Background: an optimization exercise with open tools, aiming at small area, a short achievable clock period and few clock cycles per item. Do not read the settings as production practice.
In this exercise RTL edits were held to simulation tests only and were not proved equivalent to the original.

**run.sh**
```bash
#!/bin/bash
# synth_recipe.tcl (not shown) runs the flow's synth.tcl, then flattens the netlist and writes it again
# the make line also repeats each setting of config.mk as NAME=value (left out here)
make -C /OpenROAD-flow-scripts/flow DESIGN_CONFIG=/design/flow/config.mk WORK_HOME=/design/flow/orfs CLKGATE_MAP_FILE= SYNTH_SCRIPT=/design/flow/synth_recipe.tcl finish
```
**config.mk**
```make
export PLATFORM = sky130hd
export DESIGN_NAME = matvec3
export DESIGN_NICKNAME = matvec3
export VERILOG_FILES = /design/flow/design.v
export SDC_FILE = /design/flow/constraint.sdc
export NUM_CORES = 4
export LEC_CHECK = 0
export CAP_MARGIN = 20
export CORE_MARGIN = 2
export CORE_UTILIZATION = 40
export SLEW_MARGIN = 20
```
**constraint.sdc**
```tcl
create_clock -name core_clock -period 8.5 [get_ports {clk}]
set_input_delay 1.7000 -clock core_clock [delete_from_list [all_inputs] [get_ports {clk}]]
set_output_delay 1.7000 -clock core_clock [all_outputs]
set_load 0.01 [all_outputs]
```
**design.v**
```verilog
package matvec_dims_pkg;
    localparam int MAT_DIM   = 3;
    localparam int MAT_WORDS = MAT_DIM * MAT_DIM;
    localparam int JOB_WORDS = MAT_WORDS + MAT_DIM;    
    localparam int SAMPLE_W = 14;
    localparam int ACC_W    = 2 * SAMPLE_W;            
    typedef logic signed [SAMPLE_W-1:0] sample_t;
    typedef logic signed [ACC_W-1:0] acc_t;
    typedef logic [3:0] w_addr_t;                      
    typedef logic [1:0] x_addr_t;                      
    typedef logic [3:0] load_count_t;
endpackage
package matvec_ctrl_pkg;
    typedef enum logic [1:0] {
        LOAD    = 2'd0,
        ISSUE   = 2'd1,
        DRAIN   = 2'd2,
        PRESENT = 2'd3
    } seq_state_t;
    localparam int READ_LATENCY = 1;
endpackage
`timescale 1ns/1ps
module operand_store (
    input  logic                     clk,
    input  logic                     wr_en_w,     
    input  logic                     wr_en_x,     
    input  matvec_dims_pkg::w_addr_t addr_w,      
    input  matvec_dims_pkg::x_addr_t addr_x,      
    input  matvec_dims_pkg::sample_t wr_data,
    output matvec_dims_pkg::sample_t w_operand,
    output matvec_dims_pkg::sample_t x_operand
);
    localparam int MAT_DIM = matvec_dims_pkg::MAT_DIM;
    localparam int MAT_WORDS = matvec_dims_pkg::MAT_WORDS;
    typedef matvec_dims_pkg::sample_t sample_t;
    sample_t mem_w [0:MAT_WORDS-1];    
    sample_t mem_x [0:MAT_DIM-1];     
    always_ff @(posedge clk) begin
        if (wr_en_w) begin
            mem_w[addr_w] <= wr_data;
        end
        w_operand <= mem_w[addr_w];
    end
    always_ff @(posedge clk) begin
        if (wr_en_x) begin
            mem_x[addr_x] <= wr_data;
        end
        x_operand <= mem_x[addr_x];    
    end
endmodule
`timescale 1ns/1ps
module mac_unit (
    input  logic                     clk,
    input  logic                     reset,
    input  matvec_dims_pkg::sample_t w_operand,
    input  matvec_dims_pkg::sample_t x_operand,
    input  logic                     acc_first,
    input  logic                     acc_en,
    output matvec_dims_pkg::acc_t    acc
);
    typedef matvec_dims_pkg::acc_t acc_t;
    acc_t product;
    acc_t sum;
    assign product = w_operand * x_operand;
    assign sum = acc + product;
    always_ff @(posedge clk) begin
        if (reset) begin
            acc <= '0;
        end else if (acc_en) begin
            if (acc_first) begin
                acc <= product;
            end else begin
                acc <= sum;
            end
        end
    end
endmodule
`timescale 1ns/1ps
module matvec_sequencer (
    input  logic                     clk,
    input  logic                     reset,
    input  logic                     input_valid,
    output logic                     input_ready,
    input  matvec_dims_pkg::sample_t input_data,
    output logic                     output_valid,
    input  logic                     output_ready,
    output logic                     wr_en_w,     
    output logic                     wr_en_x,
    output matvec_dims_pkg::w_addr_t addr_w,
    output matvec_dims_pkg::x_addr_t addr_x,
    output matvec_dims_pkg::sample_t wr_data,
    output logic                     acc_first,
    output logic                     acc_en
);
    localparam int MAT_DIM = matvec_dims_pkg::MAT_DIM;
    localparam int MAT_WORDS = matvec_dims_pkg::MAT_WORDS;
    localparam int JOB_WORDS = matvec_dims_pkg::JOB_WORDS;
    typedef matvec_dims_pkg::w_addr_t w_addr_t;
    typedef matvec_dims_pkg::x_addr_t x_addr_t;
    typedef matvec_dims_pkg::load_count_t load_count_t;
    localparam int READ_LATENCY = matvec_ctrl_pkg::READ_LATENCY;
    typedef matvec_ctrl_pkg::seq_state_t seq_state_t;
    localparam seq_state_t LOAD = matvec_ctrl_pkg::LOAD;
    localparam seq_state_t ISSUE = matvec_ctrl_pkg::ISSUE;
    localparam seq_state_t DRAIN = matvec_ctrl_pkg::DRAIN;
    localparam seq_state_t PRESENT = matvec_ctrl_pkg::PRESENT;
    seq_state_t  state;
    load_count_t load_count;     
    logic [1:0]  row;            
    x_addr_t     term;           
    logic in_fire;
    logic out_fire;
    logic issue;
    logic [READ_LATENCY-1:0] en_pipe;
    logic [READ_LATENCY-1:0] first_pipe;
    logic [READ_LATENCY-1:0] last_pipe;
    assign input_ready  = (state == LOAD);
    assign output_valid = (state == PRESENT);
    assign in_fire  = input_valid && input_ready;
    assign out_fire = output_valid && output_ready;
    assign issue    = (state == ISSUE);
    assign wr_data = input_data;
    assign wr_en_w = in_fire && (load_count < MAT_WORDS);
    assign wr_en_x = in_fire && (load_count >= MAT_WORDS);
    always_comb begin
        if (state == LOAD) begin
            addr_w = w_addr_t'(load_count);
            addr_x = x_addr_t'(load_count - load_count_t'(MAT_WORDS));
        end else begin
            addr_w = w_addr_t'(row * MAT_DIM + term);    
            addr_x = term;
        end
    end
    always_ff @(posedge clk) begin
        if (reset) begin
            state      <= LOAD;
            load_count <= '0;
            row        <= '0;
            term       <= '0;
        end else begin
            case (state)
                LOAD: begin
                    if (in_fire) begin
                        if (load_count == load_count_t'(JOB_WORDS - 1)) begin
                            load_count <= '0;
                            state      <= ISSUE;    
                        end else begin
                            load_count <= load_count + 1'b1;
                        end
                    end
                end
                ISSUE: begin
                    if (term == x_addr_t'(MAT_DIM - 1)) begin
                        term  <= '0;
                        state <= DRAIN;
                    end else begin
                        term <= term + 1'b1;
                    end
                end
                DRAIN: begin
                    if (last_pipe[READ_LATENCY-1]) begin
                        state <= PRESENT;
                    end
                end
                PRESENT: begin
                    if (out_fire) begin
                        if (row == 2'(MAT_DIM - 1)) begin
                            row   <= '0;
                            state <= LOAD;          
                        end else begin
                            row   <= row + 1'b1;
                            state <= ISSUE;
                        end
                    end
                end
                default: begin
                    state <= LOAD;
                end
            endcase
        end
    end
    always_ff @(posedge clk) begin
        if (reset) begin
            en_pipe    <= '0;
            first_pipe <= '0;
            last_pipe  <= '0;
        end else begin
            en_pipe[0]    <= issue;
            first_pipe[0] <= issue && (term == '0);
            last_pipe[0]  <= issue && (term == x_addr_t'(MAT_DIM - 1));
            for (int i = 1; i < READ_LATENCY; i++) begin
                en_pipe[i]    <= en_pipe[i-1];
                first_pipe[i] <= first_pipe[i-1];
                last_pipe[i]  <= last_pipe[i-1];
            end
        end
    end
    assign acc_en    = en_pipe[READ_LATENCY-1];
    assign acc_first = first_pipe[READ_LATENCY-1];
endmodule
`timescale 1ns/1ps
module matvec3 (
    input  logic                     clk,
    input  logic                     reset,
    input  logic                     input_valid,
    output logic                     input_ready,
    input  matvec_dims_pkg::sample_t input_data,
    output logic                     output_valid,
    input  logic                     output_ready,
    output matvec_dims_pkg::acc_t    output_data
);
    typedef matvec_dims_pkg::sample_t sample_t;
    typedef matvec_dims_pkg::w_addr_t w_addr_t;
    typedef matvec_dims_pkg::x_addr_t x_addr_t;
    sample_t w_operand;
    sample_t x_operand;
    logic    acc_first;
    logic    acc_en;
    logic    wr_en_w;
    logic    wr_en_x;
    w_addr_t addr_w;
    x_addr_t addr_x;
    sample_t wr_data;
    matvec_sequencer matvec_sequencer_i (
        .clk          (clk),
        .reset        (reset),
        .input_valid  (input_valid),
        .input_ready  (input_ready),
        .input_data   (input_data),
        .output_valid (output_valid),
        .output_ready (output_ready),
        .wr_en_w      (wr_en_w),
        .wr_en_x      (wr_en_x),
        .addr_w       (addr_w),
        .addr_x       (addr_x),
        .wr_data      (wr_data),
        .acc_first    (acc_first),
        .acc_en       (acc_en)
    );
    operand_store operand_store_i (
        .clk       (clk),
        .wr_en_w   (wr_en_w),
        .wr_en_x   (wr_en_x),
        .addr_w    (addr_w),
        .addr_x    (addr_x),
        .wr_data   (wr_data),
        .w_operand (w_operand),
        .x_operand (x_operand)
    );
    mac_unit mac_unit_i (
        .clk       (clk),
        .reset     (reset),
        .w_operand (w_operand),
        .x_operand (x_operand),
        .acc_first (acc_first),
        .acc_en    (acc_en),
        .acc       (output_data)    
    );
endmodule
```
==> results of run 1 <==
[synth_stat cells (2+ instances only)]
master | n | area (um^2)
dfxtp_1 | 69 | 1380
mux2_2 | 3 | 33.8
a21oi_1 | 70 | 350
edfxtp_1 | 168 | 5040
o31a_1 | 2 | 17.5
nor2_1 | 99 | 372
nand2b_1 | 11 | 68.8
fa_1 | 198 | 3960
o21bai_1 | 6 | 45.0
buf_1 | 4 | 15.0
o31ai_1 | 5 | 37.5
a21o_1 | 11 | 82.6
mux2i_1 | 44 | 440
o22ai_1 | 2 | 12.5
nand2_1 | 137 | 514
or2_2 | 3 | 18.8
xor2_1 | 14 | 123
a211oi_2 | 3 | 37.5
nor3_1 | 24 | 120
a21oi_2 | 2 | 17.5
and2_1 | 104 | 651
nand4_1 | 4 | 25.0
nand3_1 | 9 | 45.0
inv_1 | 256 | 961
o21ai_0 | 48 | 240
clkbuf_1 | 51 | 191
or3_1 | 3 | 18.8
a31oi_1 | 8 | 50.1
o21ai_1 | 3 | 15.0
ha_1 | 109 | 1360
nor4_1 | 7 | 43.8
and3_1 | 2 | 12.5
xnor2_1 | 38 | 333
o211ai_1 | 9 | 67.6
o21a_1 | 11 | 82.6
nor2b_1 | 4 | 25.0
mux4_2 | 28 | 631
a211oi_1 | 16 | 120
o211a_1 | 2 | 20.0
a311oi_1 | 2 | 17.5
a211o_1 | 3 | 26.3
buf_2 | 4 | 20.0
[kinds of logic (layout without fill, tap and decap cells)]
group                    Yosys count  count (layout)
multiplexers                      75              75
adder cells (fa/ha/maj)          307             307
flip-flops                       237             237
AND/OR/NAND/NOR                  410             410
buffers and inverters            318             391
AO/OA/AOI/OAI                    218             218
XOR/XNOR                          52              52
[area by class of cell]
| class | count | share of cell area |
|---|---|---|
| timing repair buffer | 83 | 0.0366 |
| multi-input combinational | 1062 | 0.514 |
| inverter | 258 | 0.0479 |
| tap | 592 | 0.0366 |
| clock inverter | 16 | 0.0105 |
| clock buffer | 34 | 0.0367 |
| sequential | 237 | 0.318 |
[metrics by stage]
stage	util	std cells	worst slack [ps]
floorplan	-	1617	921
global placement	0.436	2232	492
detailed placement	0.436	2232	355
CTS	0.458	2282	360
global route	0.458	2282	15.3
finish	0.458	2282	550
[metal layers]
metal  GRT usage  part of all wire
met4      0.0405             0.019
met1       0.228              0.44
met5           0                 0
met2       0.297              0.51
met3      0.0210             0.032
[path summary, 6_finish.rpt]
kind	to	cells past startpoint
setup / recovery	mac_unit_i.acc[27]	33
hold / removal	operand_store_i.w_operand[13]	2
setup reg to reg	mac_unit_i.acc[27]	33
hold reg to reg	operand_store_i.w_operand[13]	2
[timing repair]
item / CTS / global route
hold endpoints to repair: 0 / 0
endpoints found under the setup margin: 0 / 2
resized for setup: 0 / 5
[critical path, delay by kind of cell (launching register included)]
kind / cells / cell delay (ps)
flip-flops: 1 / 380
buffers and inverters: 6 / 280
adder cells (fa/ha/maj): 8 / 3650
AND/OR/NAND/NOR: 4 / 610
XOR/XNOR: 1 / 180
AO/OA/AOI/OAI: 13 / 2550
multiplexers: 1 / 160
[sequential cells by signal (all words and copies together), names as in the netlist]
signal	count
mac_unit_i.acc	28
matvec_sequencer_i.en_pipe	1
operand_store_i.w_operand	14
matvec_sequencer_i.load_count	4
matvec_sequencer_i.row	2
matvec_sequencer_i.state	2
operand_store_i.mem_w	126
matvec_sequencer_i.term	2
operand_store_i.mem_x	42
matvec_sequencer_i.first_pipe	1
operand_store_i.x_operand	14
matvec_sequencer_i.last_pipe	1
==> impl_metrics.csv, run 1 <==
group,metric,value,unit
clock_network,cts_tree,"done",
sta,clock_skew,24.1,ps
clock_network,numCtsBuffers,27,
sta,final-setup-viol-count,0,
critical_path,cpMaxStageDelayCell,"fa_1",
detailed_routing,drt_pass1_iterations,5,
synthesis,synth-compound-area-share,0.0797,
grt,grt_pass1_wl,63000,um
critical_path,max_stage_delay,530,ps
critical_path,arrival,8390,ps
clock_network,cts_setup_buffers,0,
min_path,holdCritPathClass,"reg2reg",
place,dpl.hpwl,29300,um
clock_network,htreeDepth,1,
synthesis,synth_cell_types,63,
layout,regArea,6430,um^2
layout,nets,1994,
critical_path,endpoint_kind,"flop",
synthesis,avgSynthCellArea,11.1,um^2
synthesis,netlist_area,17900,um^2
place,place_area,19200,um^2
sta,setup_tns,0,ps
layout,antenna_cells,0,
floorplan,ios,48,
layout,layout-drive-gt1-share,0.0882,
detailed_routing,drtIter0Drc,534,
floorplan,die_x,215,um
synthesis,yosys.area_share.simple,0.108,
synthesis,yosys_warnings,3,
sta,timing.fmax,126,MHz
synthesis,synth.area.mux_share,0.0618,
floorplan,die_area,46400,um^2
sta,rsz0062_at_grt,"false",
synthesis,synth_edf_count,168,
place,gp_routability_congestion,0.883,
place,port-buffer-count,47,
detailed_routing,wl_per_cell,16.8,um
outcome,status,"finished clean",
critical_path,worstReg2RegStart,"operand_store_i.x_operand[3]",
synthesis,synth-async-reset-ratio,0,
floorplan,die-height,215,um
clock_network,clk_pin_slew,70,ps
detailed_routing,antenna_left,0,
detailed_routing,vias,11442,
critical_path,reg2reg_setup_slack,550,ps
layout,syn2layout_area_growth,13.1,%
layout,mostFrequentLayoutCells,"inv_1 (256), fa_1 (198), edfxtp_1 (168)",
synthesis,synth-xor-area-share,0.0255,
sta,slew-limit-headroom,0.368,
grt,overflow,0,
synthesis,synth_nets,1942,
synthesis,syn_inst,1617,
detailed_routing,finalWirelength,38400,um
sta,report.final.slew_viol_count,0,
layout,multiInputGateArea,10400,um^2
min_path,worstHoldStart,"operand_store_i.mem_w[8][13]",
synthesis,synth_top_family_by_area,"adder cells",
sta,whs,452,ps
grt,grt_max_degree,50,
critical_path,cp.required,8950,ps
critical_path,worstSetupStartpoint,"operand_store_i.x_operand[3]",
layout,final_common_cell,"inv_1",
synthesis,ys_seq_elements,237,
clock_network,ctsHoldBuffers,0,
critical_path,crit_type,"reg2reg",
detailed_routing,drc,0,
floorplan,num_rows,77,
clock_network,clkLatencyLatePin,570,ps
clock_network,clk_path_buf_depth,3,
sta,final-hold-violation-count,0,
detailed_routing,via_per_inst,5.01,
grt,first_global_vias,11870,
grt,grtUsageTotal,0.171,
job,cap_violations,0,
clock_network,clkSinkCount,237,
synthesis,synthAdderAreaFrac,0.298,
floorplan,start_util,0.405,
floorplan,core_area,44100,um^2
critical_path,cp-start-kind,"flop",
sta,final.min_clock_period,7950,ps
synthesis,ys.flop_type,"edfxtp_1",
layout,n_fill_cell,4176,
synthesis,synth_seq_area_share,0.359,
clock_network,clockRootBuffer,"clkbuf_16",
grt,antenna_found_initial,0,
layout,final_cell_area,20200,um^2
sta,period_share,0.935,
sta,tightest_slew,945,ps
critical_path,cp_max_fo,14,
Testbench counts, summed over its fixed seeds: cycles 10,368, jobs 384.
==> run 2: changes to the inputs <==
==> design.v (replaced) <==
package matvec_dims_pkg;
    localparam int MAT_DIM   = 3;
    localparam int MAT_WORDS = MAT_DIM * MAT_DIM;
    localparam int JOB_WORDS = MAT_WORDS + MAT_DIM;    
    localparam int SAMPLE_W = 14;
    localparam int ACC_W    = 2 * SAMPLE_W;            
    typedef logic signed [SAMPLE_W-1:0] sample_t;
    typedef logic signed [ACC_W-1:0] acc_t;
    typedef logic [3:0] w_addr_t;                      
    typedef logic [1:0] x_addr_t;                      
    typedef logic [3:0] load_count_t;
endpackage
package matvec_ctrl_pkg;
    typedef enum logic [1:0] {
        LOAD    = 2'd0,
        ISSUE   = 2'd1,
        DRAIN   = 2'd2,
        PRESENT = 2'd3
    } seq_state_t;
    localparam int READ_LATENCY = 1;
endpackage
`timescale 1ns/1ps
module matvec3 (
    input  logic                     clk,
    input  logic                     reset,
    input  logic                     input_valid,
    output logic                     input_ready,
    input  matvec_dims_pkg::sample_t input_data,
    output logic                     output_valid,
    input  logic                     output_ready,
    output matvec_dims_pkg::acc_t    output_data
);
    typedef matvec_dims_pkg::sample_t sample_t;
    typedef matvec_dims_pkg::acc_t    acc_t;
    logic        in_fire;
    logic        wr_v;           
    logic [3:0]  wr_i;           
    sample_t     wr_d;
    logic [3:0]  lp;             
    logic        ahead;          
    logic [1:0]  cr, ck;         
    logic [2:0]  xv;             
    logic        ready_q;
    sample_t     w_slot [0:8];
    sample_t     x_slot [0:2];
    sample_t     a_q, b_q;       
    logic        m_v, m_first, m_last;
    acc_t        acc;
    logic        acc_done;       
    acc_t        out_q;
    logic        out_v;
    logic        issue;
    logic        transfer;
    assign input_ready  = ready_q;
    assign output_valid = out_v;
    assign output_data  = out_q;
    assign in_fire  = input_valid && ready_q;
    assign transfer = acc_done && !out_v;
    assign issue    = xv[ck] && ((ck != 2'd0) || !out_v);
    logic [3:0] lp_n;
    logic       ahead_n;
    logic [1:0] cr_n, ck_n;
    logic [3:0] cp_n;
    logic       lp_wrap, cp_wrap;
    always_comb begin
        lp_wrap = in_fire && (lp == 4'd11);
        cp_wrap = issue && (cr == 2'd2) && (ck == 2'd2);
        lp_n    = in_fire ? (lp_wrap ? 4'd0 : lp + 4'd1) : lp;
        ahead_n = lp_wrap ? 1'b1 : (cp_wrap ? 1'b0 : ahead);
        cr_n    = cr;
        ck_n    = ck;
        if (issue) begin
            if (ck == 2'd2) begin
                ck_n = 2'd0;
                cr_n = (cr == 2'd2) ? 2'd0 : cr + 2'd1;
            end else begin
                ck_n = ck + 2'd1;
            end
        end
        cp_n = {cr_n, 2'b00} - {2'b00, cr_n} + {2'b00, ck_n};    
    end
    always_ff @(posedge clk) begin
        if (reset) begin
            wr_v     <= 1'b0;
            lp       <= '0;
            ahead    <= 1'b0;
            cr       <= '0;
            ck       <= '0;
            xv       <= '0;
            ready_q  <= 1'b1;
            m_v      <= 1'b0;
            acc_done <= 1'b0;
            out_v    <= 1'b0;
        end else begin
            wr_v  <= in_fire;
            lp    <= lp_n;
            ahead <= ahead_n;
            cr    <= cr_n;
            ck    <= ck_n;
            for (int k = 0; k < 3; k++) begin
                if (wr_v && wr_i == 4'(9 + k))
                    xv[k] <= 1'b1;
                else if (issue && cr == 2'd2 && ck == 2'(k))
                    xv[k] <= 1'b0;
            end
            if (!ahead_n)
                ready_q <= 1'b1;
            else if (lp_n < 4'd9)
                ready_q <= (cp_n > lp_n);
            else
                ready_q <= (cp_n > lp_n - 4'd3);
            m_v <= issue;
            if (m_v && m_last)
                acc_done <= 1'b1;
            else if (transfer)
                acc_done <= 1'b0;
            if (transfer)
                out_v <= 1'b1;
            else if (output_ready)
                out_v <= 1'b0;
        end
    end
    always_ff @(posedge clk) begin
        wr_i <= lp;
        wr_d <= input_data;
        for (int j = 0; j < 9; j++)
            if (wr_v && wr_i == 4'(j)) w_slot[j] <= wr_d;
        for (int k = 0; k < 3; k++)
            if (wr_v && wr_i == 4'(9 + k)) x_slot[k] <= wr_d;
        a_q     <= w_slot[{cr, 2'b00} - {2'b00, cr} + {2'b00, ck}];
        b_q     <= x_slot[ck];
        m_first <= (ck == 2'd0);
        m_last  <= (ck == 2'd2);
        if (m_v)
            acc <= (m_first ? acc_t'(0) : acc) + acc_t'(a_q) * acc_t'(b_q);
        if (transfer)
            out_q <= acc;
    end
endmodule
==> run 2 against run 1 <==
Still clean. Global-route usage decreased by 0.55 points. Routed wire length increased by 1.0%. Synthesized area increased by 5.3%. Utilization decreased by 0.55 points. Design area increased by 4.0%. Maximum frequency increased by 20%. Worst hold slack got worse by 64 ps. Die area increased by 5.2%.
==> impl_metrics.csv, run 2 <==
group,metric,value,unit
layout,layout-drive-gt1-share,0.0531,
sta,period_share,0.779,
clock_network,cts_tree,"done",
synthesis,yosys-top-cells-count,"inv_1 (273), fa_1 (232), edfxtp_1 (224)",
detailed_routing,via_per_inst,4.98,
synthesis,synthAdderAreaFrac,0.314,
critical_path,max_stage_delay,610,ps
synthesis,ys.flop_type,"edfxtp_1",
floorplan,die-height,221,um
floorplan,core_area,46500,um^2
layout,fin_util,0.453,
sta,rsz0062_at_grt,"false",
sta,report.final.slew_viol_count,0,
sta,tightest_slew,978,ps
clock_network,clk_path_buf_depth,3,
critical_path,cpMaxStageDelayCell,"dfxtp_1",
critical_path,endpoint_kind,"flop",
critical_path,worstSetupStartpoint,"a_q[13]",
clock_network,clockRootBuffer,"clkbuf_16",
sta,final-setup-viol-count,0,
grt,first_global_vias,11830,
synthesis,ys_seq_elements,289,
job,cap_violations,0,
floorplan,start_util,0.405,
synthesis,yosys.area_share.simple,0.0987,
synthesis,synth_top_family_by_area,"adder cells",
layout,syn2layout_area_growth,11.7,%
critical_path,arrival,6900,ps
min_path,worstHoldStart,"lp[1]",
layout,reg_top3,"w_slot x126, x_slot x42",
critical_path,path_delay_family,"adder cells",
grt,grt_max_degree,29,
grt,grtUsageTotal,0.165,
detailed_routing,drt_pass1_iterations,4,
layout,n_fill_cell,4302,
floorplan,ios,48,
synthesis,syn_inst,1569,
synthesis,netlist_area,18800,um^2
sta,timing.fmax,151,MHz
synthesis,synth_cell_types,62,
clock_network,htreeDepth,2,
synthesis,synth-xor-area-share,0.0179,
layout,largest_reg_flops,126,
critical_path,crit_chain,"nand2_1, inv_1, fa_1, fa_1, fa_1, fa_1, fa_1, inv_1, fa_1, inv_1, ha_1, a21o_1, a211oi_1, nor2_1, a211oi_1, a21boi_0, o21ai_0, a21oi_1",
synthesis,synth-async-reset-ratio,0,
sta,final.min_clock_period,6620,ps
critical_path,cp_max_fo,14,
critical_path,cp.required,8780,ps
synthesis,yosys-top-cells-area,"edfxtp_1 (36%), fa_1 (25%), dfxtp_1 (6.9%)",
synthesis,yosys_warnings,3,
synthesis,synth-compound-area-share,0.0724,
layout,antenna_cells,0,
layout,largest-register,"w_slot",
layout,final_cell_area,21000,um^2
place,place_area,20000,um^2
synthesis,yosys.area.top_type,"edfxtp_1",
grt,antenna_found_initial,0,
floorplan,die_area,48800,um^2
detailed_routing,vias,11169,
grt,grt_pass1_wl,63900,um
detailed_routing,wl_per_cell,17.3,um
floorplan,num_rows,79,
grt,overflow,0,
clock_network,ctsResizeCount,0,
sta,setup_tns,0,ps
layout,nets,1962,
critical_path,cp-start-kind,"flop",
clock_network,clkLatencyLatePin,550,ps
min_path,holdCritPathClass,"reg2reg",
clock_network,clkSinkCount,289,
place,port-buffer-count,47,
detailed_routing,antenna_left,0,
sta,slew-limit-headroom,0.347,
synthesis,synth_most_common_cell,"inv_1",
critical_path,crit_type,"reg2reg",
synthesis,synth.area.mux_share,0.00332,
sta,final-hold-violation-count,0,
layout,mostFrequentLayoutCells,"inv_1 (273), fa_1 (232), edfxtp_1 (224)",
critical_path,cp.buffers_inverters,3,
place,dpl.hpwl,28400,um
layout,multiInputGateArea,9580,um^2
place,gp_routability_congestion,0.827,
outcome,status,"finished clean",
synthesis,synth_nets,1920,
clock_network,clk_pin_slew,60,ps
sta,clock_skew,31.1,ps
floorplan,die_x,221,um
critical_path,worstReg2RegStart,"a_q[13]",
critical_path,worst_path_most_repeated_cell,"fa_1",
clock_network,cts_setup_buffers,0,
detailed_routing,drc,0,
layout,final_common_cell,"inv_1",
layout,regArea,8030,um^2
synthesis,synth_edf_count,224,
detailed_routing,drtIter0Drc,680,
clock_network,numCtsBuffers,34,
synthesis,avgSynthCellArea,12.0,um^2
synthesis,synth_seq_area_share,0.427,
synthesis,yosysTopAreaCellShare,0.357,
clock_network,ctsHoldBuffers,0,
detailed_routing,finalWirelength,38800,um
==> run 2: kinds of logic (layout without fill, tap and decap cells) <==
logic type / after synthesis / after routing
xor+xnor: 37 / 37
buf+inv: 326 / 394
simple gates: 376 / 376
compound gates: 202 / 202
flops: 289 / 289
fa+ha+maj: 333 / 333
mux: 6 / 6
==> run 2: area by class of cell <==
cell class	instances	share of cell area
Timing Repair Buffer	58	0.0263
Clock buffer	50	0.0453
Tap cell	607	0.0361
Inverter	274	0.0489
Multi-Input combinational cell	954	0.456
Sequential cell	289	0.382
Clock inverter	12	0.00595
==> run 2: routing by layer <==
metal,share of wire,up-vias,GRT usage
met5,0,-,0
met4,0.022,0,0.0483
met3,0.047,58,0.0251
met2,0.48,251,0.273
met1,0.46,5654,0.226
li1,-,5206,-
==> run 2: worst paths after layout <==
check / endpoint / slack, ps / cells after the start
worst max-delay path: acc[25] / 1880 / 18
worst min-delay path: wr_i[1] / 390 / 0
worst max register to register: acc[25] / 1880 / 18
worst min register to register: wr_i[1] / 390 / 0
==> run 2: worst register-to-register path: cells and delay by family, from the launching register on <==
family          cells  cell delay [ps]
buf+inv             3              620
simple gates        2              440
fa+ha+maj           7             3390
flops               1              610
compound gates      6             1330
==> run 2: per-stage QoR <==
stage	instances	hold slack [ps]	setup slack, ps
after floorplan	1569	367	2350
after global placement	2182	387	2000
after detailed placement	2182	389	1860
after CTS	2244	393	1830
after global routing	2244	402	1300
final	2244	388	1880
Testbench counts of run 2, summed over its fixed seeds: cycles 4,696, jobs 384.

-- port drivers added, routing unchanged --
In the flow no input, the clock included, has a driving cell. The finished layouts below were timed again as built, in two steps.
Step 1 sets driving cells, clkbuf_16 on the clock port and buf_2 on the other inputs (assumed; they add their load-dependent delay and slew).
Step 2 adds t to the input delays and takes it off the output delays; t is the mean of the earliest and latest rising clock arrival at the registers after step 1. Input paths then give back, and output paths get back, about the clock's delay inside the block.
Three values: ideal, step 1, step 2; two values: the first two.
run	t, ns	setup WS [ns]	worst hold slack (ns)	latest minus earliest clock arrival (ns)	slew at the worst register clock pin (ns)
run 1	0.613	0.550 / 0.550 / 0.550	0.452 / 0.452 / 0.452	0.024 / 0.024	0.07 / 0.07
run 2	0.597	1.879 / 1.879 / 1.879	0.388 / 0.388 / 0.388	0.035 / 0.035	0.06 / 0.06
After both steps setup and hold are still met in every run listed.
